Source: an optimization exercise on an open RTL-to-GDS flow (aim: small area). Production flows keep margins and buffers that such runs may drop.
Only simulation tests tie the RTL to the original design; equivalence was not proved.
No activity file was given, so power comes from the tool's default toggle rates.

==> flow/design.v <==
module multi_tone_generator #(
    parameter int CLK_HZ   = 125000000,
    parameter int CHANNELS = 4,
    parameter int NUM_W    = 40,
    parameter int CNT_W    = 32,
    parameter int MAX_FREQ = 999999,
    localparam int CH_W    = (CHANNELS > 1) ? $clog2(CHANNELS) : 1
) (
    input  logic                clk,
    input  logic                rst,
    input  logic                cfg_valid,
    output logic                cfg_ready,
    input  logic [CH_W-1:0]     cfg_chan,
    input  logic [31:0]         cfg_freq,
    input  logic [7:0]          cfg_duty,
    output logic                cfg_err,
    input  logic [CHANNELS-1:0] chan_en,
    output logic [CHANNELS-1:0] wave_out,
    output logic [CHANNELS-1:0] period_strb
);
    localparam logic [63:0] NUMER64 = 64'(CLK_HZ) * 64'd100;
    localparam logic [33:0] NUMER   = NUMER64[33:0];
    localparam logic [63:0] NBIT_AT = {21'd0, NUMER, 9'd0};
    logic [5:0]  step;
    logic [1:0]  chan_r;
    logic [7:0]  duty_r;
    logic [19:0] nf_r;      
    logic [19:0] rem_r;
    logic [31:0] nq_r;      
    logic        zf_r, zd_r, seen_r;
    logic        accept, commit, div_ph, div_last, mul_ph, bad, fzero;
    logic        nbit, ge, ebit;
    logic [20:0] sh, df;
    logic [31:0] acc, mul_out;
    assign cfg_ready = (step == 6'd0);
    assign accept    = cfg_ready && cfg_valid;
    assign commit    = (step == 6'd1);
    assign div_ph    = (step >= 6'd9);
    assign div_last  = (step == 6'd9);
    assign mul_ph    = !cfg_ready && !div_ph;
    assign bad       = (|cfg_freq[31:20]) || (cfg_freq[19:0] > 20'(MAX_FREQ));
    assign fzero     = ~|cfg_freq;
    assign nbit = NBIT_AT[step];
    assign sh   = {rem_r, nbit};
    always_comb begin
        logic c, c0, c1;
        logic [20:0] b;
        logic [20:11] s0, s1;
        b = {1'b1, nf_r};
        c = 1'b1;
        for (int i = 0; i < 11; i++) begin
            df[i] = sh[i] ^ b[i] ^ c;
            c     = (sh[i] & b[i]) | (sh[i] & c) | (b[i] & c);
        end
        c0 = 1'b0;
        c1 = 1'b1;
        for (int i = 11; i < 21; i++) begin
            s0[i] = sh[i] ^ b[i] ^ c0;
            c0    = (sh[i] & b[i]) | (sh[i] & c0) | (b[i] & c0);
            s1[i] = sh[i] ^ b[i] ^ c1;
            c1    = (sh[i] & b[i]) | (sh[i] & c1) | (b[i] & c1);
        end
        df[20:11] = c ? s1 : s0;
        ge        = c ? c1 : c0;
    end
    assign ebit = duty_r[0] ^ seen_r;
    assign acc = {nf_r[11:0], rem_r};
    always_comb begin
        logic c, c0, c1;
        logic [31:0] b, s, s0, s1;
        for (int i = 0; i < 32; i++) b[i] = ebit & ~nq_r[i];
        c = 1'b0;
        for (int i = 0; i < 11; i++) begin
            s[i] = acc[i] ^ b[i] ^ c;
            c    = (acc[i] & b[i]) | (acc[i] & c) | (b[i] & c);
        end
        c0 = 1'b0;
        c1 = 1'b1;
        for (int i = 11; i < 22; i++) begin
            s0[i] = acc[i] ^ b[i] ^ c0;
            c0    = (acc[i] & b[i]) | (acc[i] & c0) | (b[i] & c0);
            s1[i] = acc[i] ^ b[i] ^ c1;
            c1    = (acc[i] & b[i]) | (acc[i] & c1) | (b[i] & c1);
        end
        s[21:11] = c ? s1[21:11] : s0[21:11];
        c        = c ? c1 : c0;
        c0 = 1'b0;
        c1 = 1'b1;
        for (int i = 22; i < 32; i++) begin
            s0[i] = acc[i] ^ b[i] ^ c0;
            c0    = (acc[i] & b[i]) | (acc[i] & c0) | (b[i] & c0);
            s1[i] = acc[i] ^ b[i] ^ c1;
            c1    = (acc[i] & b[i]) | (acc[i] & c1) | (b[i] & c1);
        end
        s[31:22] = c ? s1[31:22] : s0[31:22];
        c        = c ? c1 : c0;
        mul_out  = {c | zd_r, s[31:1]};
    end
    always_ff @(posedge clk) begin
        if (rst) begin
            step    <= 6'd0;
            cfg_err <= 1'b0;
        end else begin
            cfg_err <= accept && bad;
            if (accept) begin
                if (bad)        step <= 6'd0;
                else if (fzero) step <= 6'd1;
                else            step <= 6'd42;
            end else if (!cfg_ready) begin
                step <= step - 6'd1;
            end
        end
    end
    always_ff @(posedge clk) begin
        if (accept) begin
            chan_r <= cfg_chan;
            duty_r <= cfg_duty;
            zd_r   <= ~|cfg_duty;
            nf_r   <= ~cfg_freq[19:0];
            rem_r  <= 20'd0;
            zf_r   <= fzero;
        end else if (div_ph) begin
            nq_r <= {nq_r[30:0], ~ge};
            if (div_last) begin
                rem_r  <= {{12{zd_r}}, 8'hff};
                nf_r   <= {20{zd_r}};
                seen_r <= 1'b0;
            end else begin
                rem_r <= ge ? df[19:0] : sh[19:0];
            end
        end else if (mul_ph) begin
            duty_r              <= {1'b0, duty_r[7:1]};
            seen_r              <= seen_r | duty_r[0];
            {nf_r[11:0], rem_r} <= mul_out;
        end
    end
    for (genvar i = 0; i < CHANNELS; i++) begin : g_chan
        logic [31:0] pend_np, pend_lo, act_lo, cnt;
        logic [31:0] inc;
        logic        act_nz, pend_nz, pend_vld, first;
        logic        run, wrap, load, clr, commit_here, hit, high;
        always_comb begin
            logic c;
            c = 1'b1;
            for (int k = 0; k < 32; k++) begin
                inc[k] = cnt[k] ^ c;
                c      = cnt[k] & c;
            end
            hit = (&cnt[31:1]) & ~cnt[0];
            c   = 1'b1;
            for (int k = 0; k < 32; k++)
                c = (cnt[k] & act_lo[k]) | (cnt[k] & c) | (act_lo[k] & c);
            high = ~c;
        end
        assign run         = chan_en[i] && act_nz;
        assign wrap        = run && hit;
        assign load        = pend_vld && (wrap || !run);
        assign clr         = rst || !run || wrap;
        assign commit_here = commit && (chan_r == i);
        always_ff @(posedge clk) begin
            cnt   <= clr ? pend_np : inc;
            first <= clr;
            if (load) act_lo <= pend_lo;
            if (commit_here) begin
                pend_np <= nq_r;
                pend_lo <= mul_out;
                pend_nz <= !zf_r;
            end
            if (rst) begin
                act_nz   <= 1'b0;
                pend_vld <= 1'b0;
            end else begin
                if (load)        act_nz   <= pend_nz;
                if (commit_here) pend_vld <= 1'b1;
                else if (load)   pend_vld <= 1'b0;
            end
        end
        assign wave_out[i]    = run && high;
        assign period_strb[i] = run && first;
    end
endmodule
==> flow/run.sh <==
#!/bin/bash
# synth_recipe.tcl (not shown) runs the flow's synth.tcl, then flattens the netlist and writes it again
# the make line also repeats each setting of config.mk as NAME=value (left out here)
make -C /OpenROAD-flow-scripts/flow DESIGN_CONFIG=/design/flow/config.mk WORK_HOME=/design/flow/orfs CLKGATE_MAP_FILE= SYNTH_SCRIPT=/design/flow/synth_recipe.tcl finish
==> flow/config.mk <==
export PLATFORM = sky130hd
export DESIGN_NAME = multi_tone_generator
export DESIGN_NICKNAME = multi_tone_generator
export VERILOG_FILES = /design/flow/design.v
export SDC_FILE = /design/flow/constraint.sdc
export NUM_CORES = 4
export LEC_CHECK = 0
export CAP_MARGIN = 20
export CORE_MARGIN = 2
export CORE_UTILIZATION = 70
export CTS_CLUSTER_DIAMETER = 150
export CTS_CLUSTER_SIZE = 25
export SLEW_MARGIN = 20
==> flow/constraint.sdc <==
create_clock -name core_clock -period 8.0 [get_ports {clk}]
set_input_delay 1.6000 -clock core_clock [delete_from_list [all_inputs] [get_ports {clk}]]
set_output_delay 1.6000 -clock core_clock [all_outputs]
set_load 0.01 [all_outputs]
==> results.ini, run 1 <==
[outcome]
status = timing/DRC/antenna clean

[cells_and_area]
areaGrowthSynthToFinish_pct = 8.02
final_cell_count_no_fill = 2347
nets = 2086
drive_gt1_share_pct = 11.3
regArea_mm2 = 0.0169
antenna_cells = 0
design_area_mm2 = 0.0280
multi_input_area_mm2 = 0.00875
fin_util_pct = 76.6
n_fill_cell = 2168

[synthesis]
synth_flop_cell = edfxtp_1
syn_nets = 2017
ys_seq_area_share_pct = 65.4
yosys_warnings = 1
async_flop_share_pct = 0
synth_top_area_share_pct = 52.5
synth_area_mm2 = 0.0259
yosys-top-cells-area = edfxtp_1 53%, dfxtp_1 13%, ha_1 7.7%, mux2_2 5.3%, fa_1 1.5%
synthCells = 1788
ys_types = 81
syn_area_per_cell_um2 = 14.5
yosysTopAreaCell = edfxtp_1
synth_edf_count = 453
synth_seq_cells = 620

[floorplan]
die_w_um = 196
num_rows = 70
dieArea_mm2 = 0.0385
floorplan.initialDensity_pct = 70.9
ios = 59
core_area_mm2 = 0.0365
fp.dieH_um = 196

[critical_path]
crit_path_top_delay_cell = fa_1
required_ns = 8.49
path_buf_inv = 3
endpoint_kind = flip-flop
r2r_slack_ns = 0.43
reg2reg_to = rem_r[16]$_SDFFE_PP0P_
arrival_ns = 8.06
timing.critical_path.mode_cell = fa_1
path_delay_family = adder cells
max_stage_delay_ns = 0.43
startpoint_type = flip-flop
cp-startpoint = step[0]$_SDFFE_PP0P_
crit_type = flip-flop to flip-flop
rr_worst_depth = 28
cp_max_fo = 12
reg2reg_from = step[0]$_SDFFE_PP0P_

[sta]
setup_tns_ns = 0
fmaxAchievable_ghz = 0.132
min_period_ns = 7.57
setup_violations = 0
hold_viol = 0
worst_slew_pin_slew_ns = 1.11
rsz0062_at_grt = no
period_share_pct = 94.7
max_slew_margin_pct = 26.1
timing.hold.ws_ns = 0.420
final.setup.worst_slack_ns = 0.425
fin_worst_skew_ns = 0.0271
drv_slew = 0

[route]
drc_errors = 0
wl_per_cell_um = 25.5
avgViaCountPerCell = 6.64
route.met3.wl_um = 4800
dr.pass1.iters = 5
vias = 15600
wl_met2_um = 28900
postRouteAntennaNets = 0
drtIter0Drc = 1474
met1_length_um = 24700
top_layer_used = met5
wl_um = 59900

[grt]
grt_pass1_wl_um = 90500
grt_pass1_vias = 15500
grt_max_degree = 66
antenna_found_initial = 3
grt_use_total_pct = 31.7
overflow = 0

[placed_design]
place_inst = 2294
place_area_mm2 = 0.0271
hpwl_um = 44400
port-buffer-count = 58
gp_congestion = 0.908
place_ws_ns = 0.216

[clock_network]
cts.sinks = 620
cts_root_buffer = clkbuf_16
clkLatencyLatePin_ns = 0.60
cts_hold_buffers = 0
numCtsBuffers = 28
cts_max_level = 1
clockBufferDepth = 3
clk_pin_slew_worst_paths_ns = 0.11
cts_tree = built

[worst_hold_path]
hp-class = flip-flop to flip-flop
min_path_cells = 0
hp-start = g_chan[0].pend_lo[10]$_DFFE_PP_
hold_end = g_chan[0].act_lo[10]$_DFFE_PP_

[pwr]
power.density_mw_per_mm2 = 391
vdd_drop_max_mv = 0.640
power.total_mw = 10.9
leakagePower_nw = 10.1

[run]
drv_cap = 0

## routing by layer
layer / global-route usage [%] / up-vias
met3: 3.64 / 90
met1: 45.0 / 7765
met2: 53.1 / 668
met5: 0 / -
li1: - / 7048
met4: 7.91 / 2
## registers in the layout, summed over array words and instances, names as in the netlist
signal / flops
cfg_err: 1
chan_r: 2
duty_r: 8
g_chan.act_lo: 128
g_chan.act_nz: 4
g_chan.cnt: 128
g_chan.first: 4
g_chan.pend_lo: 128
g_chan.pend_np: 128
g_chan.pend_nz: 4
g_chan.pend_vld: 4
nf_r: 20
nq_r: 32
rem_r: 20
seen_r: 1
step: 6
zd_r: 1
zf_r: 1
## cells by family after synthesis
logic type,count (synthesis),share of synthesized area [%]
DFF,620,65.4
and+or+nand+nor,399,7.94
AOI/OAI and AO/OA,335,8.82
adders and majority gates,187,9.55
muxes,139,5.96
buffers and inverters,74,1.14
xor gates and xnor gates,34,1.15
## worst reg2reg max path, delay by kind of cell (launching register included)
family | cells | cell delay (ns)
AO/OA/AOI/OAI | 9 | 1.77
adder cells (fa/ha/maj) | 12 | 4.41
buffers and inverters | 3 | 0.36
flip-flops | 1 | 0.41
multiplexers | 1 | 0.18
AND/OR/NAND/NOR | 3 | 0.33
## how the worst max path moves through the flow
stage | end | slack [ns] | cells past startpoint
floorplan | nf_r[10]$_DFFE_PP_ | 0.59 | 25
global placement | rem_r[16]$_SDFFE_PP0P_ | 0.37 | 28
detailed placement | rem_r[16]$_SDFFE_PP0P_ | 0.22 | 28
CTS | rem_r[0]$_SDFFE_PP0P_ | 0.19 | 28
global route | nf_r[1]$_DFFE_PP_ | 0.03 | 22
finish | rem_r[16]$_SDFFE_PP0P_ | 0.43 | 28
## cell usage in the layout (no fill, tap or decap), drive strengths merged, types with 12 or more instances in the layout
cell and n:
nor4 23, and2 12, a22oi 34, fa 20, xnor2 21, nand2 83, edfxtp 453, o21ai 62
mux2 121, a21oi 67, nor2 101, nand4 36, clkbuf 51, a211oi 20, xor2 13, dfxtp 167
o22ai 38, o211ai 16, inv 37, buf 19, nor3 25, nand3 24, ha 160, o31ai 15
mux2i 18, nor2b 35, a31oi 13, clkdlybuf4s50 58
## where the power goes
part	leakage [nW]	internal (mW)	switching [mW]
logic	4.17	1.47	2.60
clock network	0.388	0.690	0.938
registers	5.53	4.68	0.566
## Yosys cell counts (all sizes together), types with 7 or more instances
master	instances
a211oi	20
mux2	121
o31ai	15
and2b	10
xor2	13
ha	160
or2	9
a31oi	13
mux2i	18
o211ai	16
nor4	23
a22oi	34
nand2	83
inv	36
nor3	25
maj3	7
and2	12
nor2b	35
nand4	36
a21oi	67
dfxtp	167
edfxtp	453
nand2b	9
o21ai	62
buf	9
fa	20
o22ai	38
and3	9
xnor2	21
a221oi	8
nand3	24
o22a	8
clkbuf	29
nor2	101
## cell type report
cell class	count	share of cell area, %
clock buffers	51	2.89
inverters	36	0.483
well taps	468	2.09
flip-flops and latches	620	60.6
clock inverters	1	0.0224
multi-input cells	1094	31.3
repair buffers	77	2.63
## timing repair
action / 4_1_cts / 5_1_grt
endpoints found under the setup margin: 0 / 22
resized for setup: 0 / 5
setup buffers: 0 / 0
==> run 2: changes to the inputs <==
--- a/flow/design.v
+++ b/flow/design.v
@@ -112,26 +112,26 @@
         end
     end
     always_ff @(posedge clk) begin
+        if (mul_ph)        rem_r <= mul_out[19:0];
+        else if (div_last) rem_r <= {{12{zd_r}}, 8'hff};   
+        else if (div_ph)   rem_r <= ge ? df[19:0] : sh[19:0];
+        else               rem_r <= 20'd0;
         if (accept) begin
             chan_r <= cfg_chan;
             duty_r <= cfg_duty;
             zd_r   <= ~|cfg_duty;
             nf_r   <= ~cfg_freq[19:0];
-            rem_r  <= 20'd0;
             zf_r   <= fzero;
         end else if (div_ph) begin
             nq_r <= {nq_r[30:0], ~ge};
             if (div_last) begin
-                rem_r  <= {{12{zd_r}}, 8'hff};
                 nf_r   <= {20{zd_r}};
                 seen_r <= 1'b0;
-            end else begin
-                rem_r <= ge ? df[19:0] : sh[19:0];
             end
         end else if (mul_ph) begin
-            duty_r              <= {1'b0, duty_r[7:1]};
-            seen_r              <= seen_r | duty_r[0];
-            {nf_r[11:0], rem_r} <= mul_out;
+            duty_r     <= {1'b0, duty_r[7:1]};
+            seen_r     <= seen_r | duty_r[0];
+            nf_r[11:0] <= mul_out[31:20];
         end
     end
     for (genvar i = 0; i < CHANNELS; i++) begin : g_chan
==> flow/flow/run.sh (new file) <==
#!/bin/bash
set -euo pipefail
export BUFFER_PORTS_ARGS="-buffer_cell sky130_fd_sc_hd__buf_1"
bash standard.sh > standard_flow.log 2>&1
==> flow/standard.sh (new file) <==
#!/bin/bash
# synth_recipe.tcl (not shown) runs the flow's synth.tcl, then flattens the netlist and writes it again
# the make line also repeats each setting of config.mk as NAME=value (left out here)
make -C /OpenROAD-flow-scripts/flow DESIGN_CONFIG=/design/flow/config.mk WORK_HOME=/design/flow/orfs CLKGATE_MAP_FILE= SYNTH_SCRIPT=/design/flow/synth_recipe.tcl "${@:-finish}"
--- a/flow/config.mk
+++ b/flow/config.mk
@@ -7,7 +7,8 @@
 export LEC_CHECK = 0
 export CAP_MARGIN = 20
 export CORE_MARGIN = 2
-export CORE_UTILIZATION = 70
-export CTS_CLUSTER_DIAMETER = 150
-export CTS_CLUSTER_SIZE = 25
+export CORE_UTILIZATION = 80
+export CTS_BUF_LIST = sky130_fd_sc_hd__clkbuf_8
+export CTS_CLUSTER_DIAMETER = 100
+export CTS_CLUSTER_SIZE = 18
 export SLEW_MARGIN = 20
removed: flow/run.sh
==> run 2 against run 1 <==
Net effect: largest cell class unchanged; die area is 14% lower; clock skew is 0.032 ns higher; maximum frequency is 1.6% lower; non-clock buffer count is 5 higher; worst setup slack worse by 0.12 ns; clock-buffer cell count is 10 lower; sequential power is 4.0% lower; still clean on timing, DRC and antenna; final cell count is 2.7% lower; critical endpoint is now nf_r[8]$_DFFE_PP_.
==> results.ini, run 2 <==
[synthesis]
synth_flop_cell = edfxtp_1
async_flop_share_pct = 0  ; unchanged
synth_seq_cells = 620  ; unchanged
ys_types = 61  ; -25%
synth_area_mm2 = 0.0255  ; -1.5%
synth_edf_count = 453  ; unchanged
syn_area_per_cell_um2 = 14.5  ; about the same
yosys_warnings = 1  ; unchanged
yosys.cell_count.top_type = edfxtp_1
yosys-top-cells-area = edfxtp_1 53%, dfxtp_1 13%, ha_1 7.8%, mux2_2 5.3%, nor2_1 1.9%
synth_top_area_share_pct = 53.3  ; +0.79 points
ys_seq_area_share_pct = 66.4  ; +0.98 points
yosysTopAreaCell = edfxtp_1
syn_nets = 1991  ; -1.3%
synth_common_cells = 453 x edfxtp_1, 167 x dfxtp_1, 160 x ha_1
synthCells = 1762  ; -1.5%

[pwr]
vdd_drop_max_mv = 0.362  ; -43%
leakagePower_nw = 9.91  ; -1.7%
power.total_mw = 10.1  ; -7.3%
power.density_mw_per_mm2 = 373  ; -4.6%

[floorplan]
dieArea_mm2 = 0.0333  ; -14%
fp.dieH_um = 183  ; -7.0%
num_rows = 65  ; -7.1%
floorplan.initialDensity_pct = 81.1  ; +10 points
ios = 59  ; unchanged
die_w_um = 183  ; -7.0%
core_area_mm2 = 0.0315  ; -14%

[sta]
rsz0062_at_grt = no
drv_slew = 0  ; unchanged
hold_viol = 0  ; unchanged
setup_violations = 0  ; unchanged
worst_slew_pin_slew_ns = 1.10  ; -0.00486 ns
min_period_ns = 7.70  ; +0.123 ns
period_share_pct = 96.2  ; +1.5 points
timing.hold.ws_ns = 0.415  ; -0.00553 ns
fin_worst_skew_ns = 0.0595  ; +0.0324 ns
final.setup.worst_slack_ns = 0.302  ; -0.123 ns
fmaxAchievable_ghz = 0.130  ; -1.6%
max_slew_margin_pct = 26.5  ; +0.32 points

[clock_network]
clockBufferDepth = 3  ; unchanged
numCtsBuffers = 40  ; +43%
cts_tree = built
cts_hold_buffers = 0  ; unchanged
cts_max_level = 2  ; +1
clk_pin_slew_worst_paths_ns = 0.11  ; about the same
cts.sinks = 620  ; unchanged
clkLatencyLatePin_ns = 0.62  ; +0.02 ns
cts_root_buffer = clkbuf_8

[route]
wl_um = 57100  ; -4.6%
postRouteAntennaNets = 0  ; unchanged
met1_length_um = 21400  ; -13%
drc_errors = 0  ; unchanged
dr.pass1.iters = 8  ; +3
avgViaCountPerCell = 6.75  ; +1.7%
drtIter0Drc = 1857  ; +26%
wl_per_cell_um = 25.0  ; -1.9%
top_layer_used = met4
vias = 15400  ; -1.0%
wl_met2_um = 26900  ; -6.9%
route.met3.wl_um = 5860  ; +22%

[placed_design]
place_ws_ns = -0.00846  ; -0.225 ns
port-buffer-count = 58  ; unchanged
hpwl_um = 40400  ; -8.9%
gp_congestion = 0.914  ; +0.66%

[worst_hold_path]
hp-class = flip-flop to flip-flop

[critical_path]
reg2reg_to = nf_r[8]$_DFFE_PP_
crit_type = flip-flop to flip-flop
endpoint_kind = flip-flop
reg2reg_from = seen_r$_SDFFCE_PN0P_
cp_max_fo = 10  ; -2
r2r_slack_ns = 0.30  ; -0.12 ns
crit_end = nf_r[8]$_DFFE_PP_
arrival_ns = 8.05  ; about the same
startpoint_type = flip-flop
rr_worst_depth = 26  ; -7.1%
required_ns = 8.35  ; -0.14 ns
crit_path_top_delay_cell = fa_1
cp-startpoint = seen_r$_SDFFCE_PN0P_
max_stage_delay_ns = 0.44  ; about the same
timing.critical_path.mode_cell = fa_1

[run]
drv_cap = 0  ; unchanged

[cells_and_area]
nets = 2081  ; -0.24%
areaGrowthSynthToFinish_pct = 6.54
n_fill_cell = 1435  ; -34%
mostFrequentLayoutCell = edfxtp_1
drive_gt1_share_pct = 13.1  ; +1.8 points
final_cell_mix = 453 x edfxtp_1, 166 x dfxtp_1, 158 x ha_1
antenna_cells = 0  ; unchanged

[grt]
grt_use_total_pct = 34.8  ; +3.1 points
grt_pass1_wl_um = 85900  ; -5.2%
antenna_found_initial = 2  ; -1
grt_pass1_vias = 15300  ; -1.3%
overflow = 0  ; unchanged
grt_max_degree = 66  ; unchanged

[outcome]
status = timing/DRC/antenna clean

==> run 2: where the power goes <==
group	switching, mW	internal (mW)
registers	0.472	4.57
logic	2.35	1.33
clock network	0.947	0.486
==> run 2: area by class of cell <==
| cell class | count | area (um^2) | area share, % |
|---|---|---|---|
| inverters | 50 | 189 | 0.695 |
| flip-flops and latches | 620 | 16900 | 62.4 |
| clock buffers | 41 | 564 | 2.08 |
| clock inverters | 31 | 124 | 0.456 |
| repair buffers | 82 | 414 | 1.52 |
| well taps | 402 | 503 | 1.85 |
| multi-input cells | 1058 | 8440 | 31.0 |
==> run 2: logic make-up after synthesis <==
group	share of synthesized area, %
compound gates	7.35
xor+xnor	1.17
fa+ha+maj	10.5
buf+inv	1.25
flops	66.4
mux	5.57
simple gates	7.76
==> run 2: per-stage QoR <==
stage | instance area, um^2 | instances | utilization, % | setup TNS, ns
after floorplan | 25500 | 1762 | - | 0
after global placement | 26300 | 2206 | 83.7 | 0
after detailed placement | 26300 | 2206 | 83.7 | -0.00846
after CTS | 27000 | 2278 | 85.9 | 0
after global routing | 27200 | 2284 | 86.4 | 0
final | 27200 | 2284 | 86.4 | 0
==> run 2: critical path: cells and delay by family, from the launching register on <==
kind | cells | cell delay [ns]
adders and majority gates | 11 | 4.52
AOI/OAI and AO/OA | 6 | 1.24
buffers and inverters | 3 | 0.47
and+or+nand+nor | 4 | 0.47
DFF | 1 | 0.40
muxes | 1 | 0.30
xor gates and xnor gates | 1 | 0.06
==> run 2: how the worst min path moves through the flow <==
stage                     slack [ns]                              to  cells past startpoint                            start
after global placement          0.40  g_chan[0].act_lo[16]$_DFFE_PP_                      0  g_chan[0].pend_lo[16]$_DFFE_PP_
after detailed placement        0.40  g_chan[0].act_lo[13]$_DFFE_PP_                      0  g_chan[0].pend_lo[13]$_DFFE_PP_
after CTS                       0.42  g_chan[1].act_lo[15]$_DFFE_PP_                      0  g_chan[1].pend_lo[15]$_DFFE_PP_
final                           0.41  g_chan[1].act_lo[15]$_DFFE_PP_                      0  g_chan[1].pend_lo[15]$_DFFE_PP_
after floorplan                 0.40   g_chan[0].act_lo[0]$_DFFE_PP_                      0   g_chan[0].pend_lo[0]$_DFFE_PP_
after global routing            0.43   g_chan[1].act_lo[6]$_DFFE_PP_                      0   g_chan[1].pend_lo[6]$_DFFE_PP_
==> run 2: metal layers <==
metal / vias up / GRT usage [%]
li1: 6871 / -
met1: 7478 / 47.0
met2: 881 / 56.5
met3: 187 / 6.29
met4: 0 / 15.3
met5: - / 0
==> run 2: timing repair <==
item                                   CTS  global route
resized for setup                        1            20
endpoints found under the hold margin    0             0
setup endpoints to repair                1            69
buffers inserted                         0             6
pin swaps                                0             6
==> run 3: changes to the inputs <==
==> flow/run.sh (new file) <==
#!/bin/bash
# synth_recipe.tcl (not shown) runs the flow's synth.tcl, then flattens the netlist and writes it again
# the make line also repeats each setting of config.mk as NAME=value (left out here)
make -C /OpenROAD-flow-scripts/flow DESIGN_CONFIG=/design/flow/config.mk WORK_HOME=/design/flow/orfs CLKGATE_MAP_FILE= SYNTH_SCRIPT=/design/flow/synth_recipe.tcl finish
removed: flow/flow/run.sh
removed: flow/standard.sh
==> run 3 against run 2 <==
Net effect: first-iteration DRC count shrank 2.4%; largest power group unchanged; synthesized cell count stayed put; hold slack improved by 0.0072 ns; core utilization is 0.91 points higher; area after synthesis did not move; sequential share of layout area down 0.65 points; final cell count barely moved; clock power is essentially flat; via count increased by 1.3%; combinational power hardly changed; global-route usage grew 1.0 points.
==> results.ini, run 3 <==
[pwr]
switching_power_mw = 3.81  ; +1.1%
p_int_mw = 6.35  ; -0.43%
leakagePower_nw = 10.1  ; +1.5%
power.total_mw = 10.2  ; +0.13%
p_comb_share_pct = 36.1  ; about the same
power.density_mw_per_mm2 = 370  ; -0.92%
p_sw_share_pct = 37.5  ; +0.36 points
pwr-share-clk_pct = 14.1  ; about the same
vdd_drop_max_mv = 0.426  ; +18%
p_seq_share_pct = 49.8  ; about the same

[sta]
drv_slew = 0  ; unchanged
worst_slew_pin_slew_ns = 1.10  ; -0.00133 ns
rsz0062_at_grt = no
max_slew_margin_pct = 26.6  ; +0.089 points
fmaxAchievable_ghz = 0.130  ; -0.24%
period_share_pct = 96.5  ; +0.23 points
hold_viol = 0  ; unchanged
setup_tns_ns = 0  ; unchanged
fin_worst_skew_ns = 0.0227  ; -0.0369 ns
min_period_ns = 7.72  ; +0.0183 ns
setup_violations = 0  ; unchanged

[clock_network]
cts_max_level = 2  ; unchanged
clkLatencyLatePin_ns = 0.59  ; -0.03 ns
clk_pin_slew_worst_paths_ns = 0.12  ; about the same
numCtsBuffers = 40  ; unchanged
cts_tree = built
cts_root_buffer = clkbuf_8
clockBufferDepth = 3  ; unchanged
cts.sinks = 620  ; unchanged

[synthesis]
yosysTopAreaCell = edfxtp_1
yosys_warnings = 1  ; unchanged
ys_types = 61  ; unchanged
synthCells = 1762  ; unchanged
synth_top_area_share_pct = 53.3  ; unchanged
async_flop_share_pct = 0  ; unchanged
synth_flop_cell = edfxtp_1
synth_edf_count = 453  ; unchanged
syn_nets = 1991  ; unchanged
ys_seq_area_share_pct = 66.4  ; unchanged
synth_area_mm2 = 0.0255  ; unchanged
synth_common_cells = 453 x edfxtp_1, 167 x dfxtp_1, 160 x ha_1
syn_area_per_cell_um2 = 14.5  ; unchanged
synth_seq_cells = 620  ; unchanged
yosys-top-cells-area = edfxtp_1 53%, dfxtp_1 13%, ha_1 7.8%, mux2_2 5.3%, nor2_1 1.9%
yosys.cell_count.top_type = edfxtp_1

[floorplan]
dieArea_mm2 = 0.0333  ; unchanged
ios = 59  ; unchanged
num_rows = 65  ; unchanged
floorplan.initialDensity_pct = 81.1  ; unchanged
core_area_mm2 = 0.0315  ; unchanged
die_w_um = 183  ; unchanged
fp.dieH_um = 183  ; unchanged

[route]
wl_per_cell_um = 25.9  ; +3.6%
drc_errors = 0  ; unchanged
drtIter0Drc = 1813  ; -2.4%
vias = 15600  ; +1.3%
avgViaCountPerCell = 6.84  ; +1.3%
dr.pass1.iters = 6  ; -2
postRouteAntennaNets = 0  ; unchanged
wl_um = 59100  ; +3.5%

[cells_and_area]
mostFrequentLayoutCell = edfxtp_1
nets = 2077  ; -0.19%
final_cell_mix = 453 x edfxtp_1, 166 x dfxtp_1, 159 x ha_1
areaGrowthSynthToFinish_pct = 7.67
drive_gt1_share_pct = 12.7  ; -0.40 points
fin_util_pct = 87.3  ; +0.91 points

[worst_hold_path]
hp-class = flip-flop to flip-flop

[grt]
overflow = 0  ; unchanged
grt_pass1_vias = 15600  ; +2.2%
grt_use_total_pct = 35.8  ; +1.0 points
grt_pass1_wl_um = 88400  ; +2.9%
grt_max_degree = 66  ; unchanged
antenna_found_initial = 2  ; unchanged

[critical_path]
crit_type = flip-flop to flip-flop
cp_max_fo = 10  ; unchanged
startpoint_type = flip-flop
arrival_ns = 8.01  ; -0.04 ns
required_ns = 8.30  ; -0.05 ns
endpoint_kind = flip-flop

[placed_design]
gp_congestion = 0.903  ; -1.2%
port-buffer-count = 58  ; unchanged
hpwl_um = 41500  ; +2.6%

[run]
drv_cap = 0  ; unchanged

[outcome]
status = timing/DRC/antenna clean

run 3: cell counts after synthesis:
No cell type changed its count.
run 3: layer usage:
layer | GRT usage, % | routed length (um)
met3 | 5.91 | 6240
met2 | 59.0 | 28300
met1 | 47.6 | 21600
met4 | 16.6 | 3010
met5 | 0 | 0
run 3: through the flow:
stage	std cells	instance area (um^2)	hold WS (ns)	setup WS, ns
3_5_place_dp	2205	26700	0.405	0.0820
4_1_cts	2277	27400	0.417	0.0487
2_1_floorplan	1762	25500	0.400	0.335
5_1_grt	2280	27500	0.424	0.0193
6_report	2282	27500	0.422	0.284
3_3_place_gp	2205	26700	0.401	0.364
run 3: final cells by class:
class | count | area, um^2
diodes | 2 | 5.00
clock buffers | 41 | 564
clock inverters | 31 | 124
fillers | 1378 | 4010
inverters | 50 | 189
multi-input cells | 1058 | 8400
flip-flops and latches | 620 | 16900
well taps | 402 | 503
repair buffers | 78 | 734
run 3: path summary, 6_finish.rpt:
| kind | from | to | slack (ns) | cells past startpoint |
|---|---|---|---|---|
| setup reg to reg | seen_r$_SDFFCE_PN0P_ | nf_r[9]$_DFFE_PP_ | 0.28 | 26 |
| hold / removal | g_chan[0].pend_lo[3]$_DFFE_PP_ | g_chan[0].act_lo[3]$_DFFE_PP_ | 0.42 | 0 |
| setup / recovery | seen_r$_SDFFCE_PN0P_ | nf_r[9]$_DFFE_PP_ | 0.28 | 26 |
| hold reg to reg | g_chan[0].pend_lo[3]$_DFFE_PP_ | g_chan[0].act_lo[3]$_DFFE_PP_ | 0.42 | 0 |
run 3: worst max-delay path, stage by stage, from the launching register on:
cell and delay [ns]:
edfxtp_1 0.39, inv_1 0.08, ha_2 0.31, nand2_1 0.09, nor2_1 0.05, fa_1 0.42, fa_1 0.45, fa_1 0.43
fa_1 0.44, fa_1 0.44, fa_1 0.43, fa_1 0.43, fa_2 0.39, fa_1 0.44, fa_2 0.40, nor2b_1 0.15
o22ai_1 0.18, a21oi_1 0.13, o311ai_1 0.32, nand2_1 0.19, o31ai_4 0.25, buf_6 0.17, mux2i_2 0.26, buf_4 0.17
nor4b_1 0.06, o31ai_1 0.25, o21ai_0 0.11
run 3: kinds of logic (layout without fill, tap and decap cells):
logic type	count (synthesis)	after routing	share of synthesized area, %
compound gates	282	282	7.35
mux	127	127	5.57
xor+xnor	34	34	1.17
fa+ha+maj	205	205	10.5
other cells	0	2	0
buf+inv	84	200	1.25
flops	620	620	66.4
simple gates	410	410	7.76
run 3: repair_timing:
item / CTS / global route
hold buffers: 0 / 0
setup endpoints to repair: 0 / 60
endpoints found under the hold margin: 0 / 0
setup buffers: 0 / 3
resized for setup: 0 / 15
run 3: power groups by stage:
stage / clock network (mW) / logic (mW) / registers (mW)
after floorplan: 0 / 2.22 / 4.86
after global placement: 0 / 3.22 / 5.06
after detailed placement: 0 / 3.41 / 5.10
after CTS: 1.44 / 3.44 / 5.03
after global routing: 1.54 / 3.96 / 5.09
final: 1.43 / 3.67 / 5.05

[separate check: timing with driven ports]
How much do the figures lean on ideal ports? The routed layouts below were timed once more, with nothing changed but the port constraints.
Step 1 sets driving cells, clkbuf_16 on the clock port and buf_2 on the other inputs (assumed; they add their load-dependent delay and slew).
Step 2 moves the port delays by t, midway between the first and last clock arrival at a register: inputs arrive t later, outputs are due t later. That takes back most of the time a late clock gives input paths.
Three values: no drivers, after step 1, after step 2; two values: the first two.
| run | t, ns | setup WS [ns] | clock arrival spread, ns | worst register clock-pin slew, ns | cell pins on the clock port's net |
|---|---|---|---|---|---|
| run 1 | 0.643 | 0.425 / 0.425 / 0.425 | 0.028 / 0.029 | 0.11 / 0.11 | 1 |
| run 2 | 0.642 | 0.302 / 0.302 / 0.302 | 0.060 / 0.060 | 0.12 / 0.12 | 1 |
| run 3 | 0.627 | 0.284 / 0.284 / 0.284 | 0.022 / 0.023 | 0.12 / 0.12 | 1 |
After both steps every run listed still meets setup and hold.
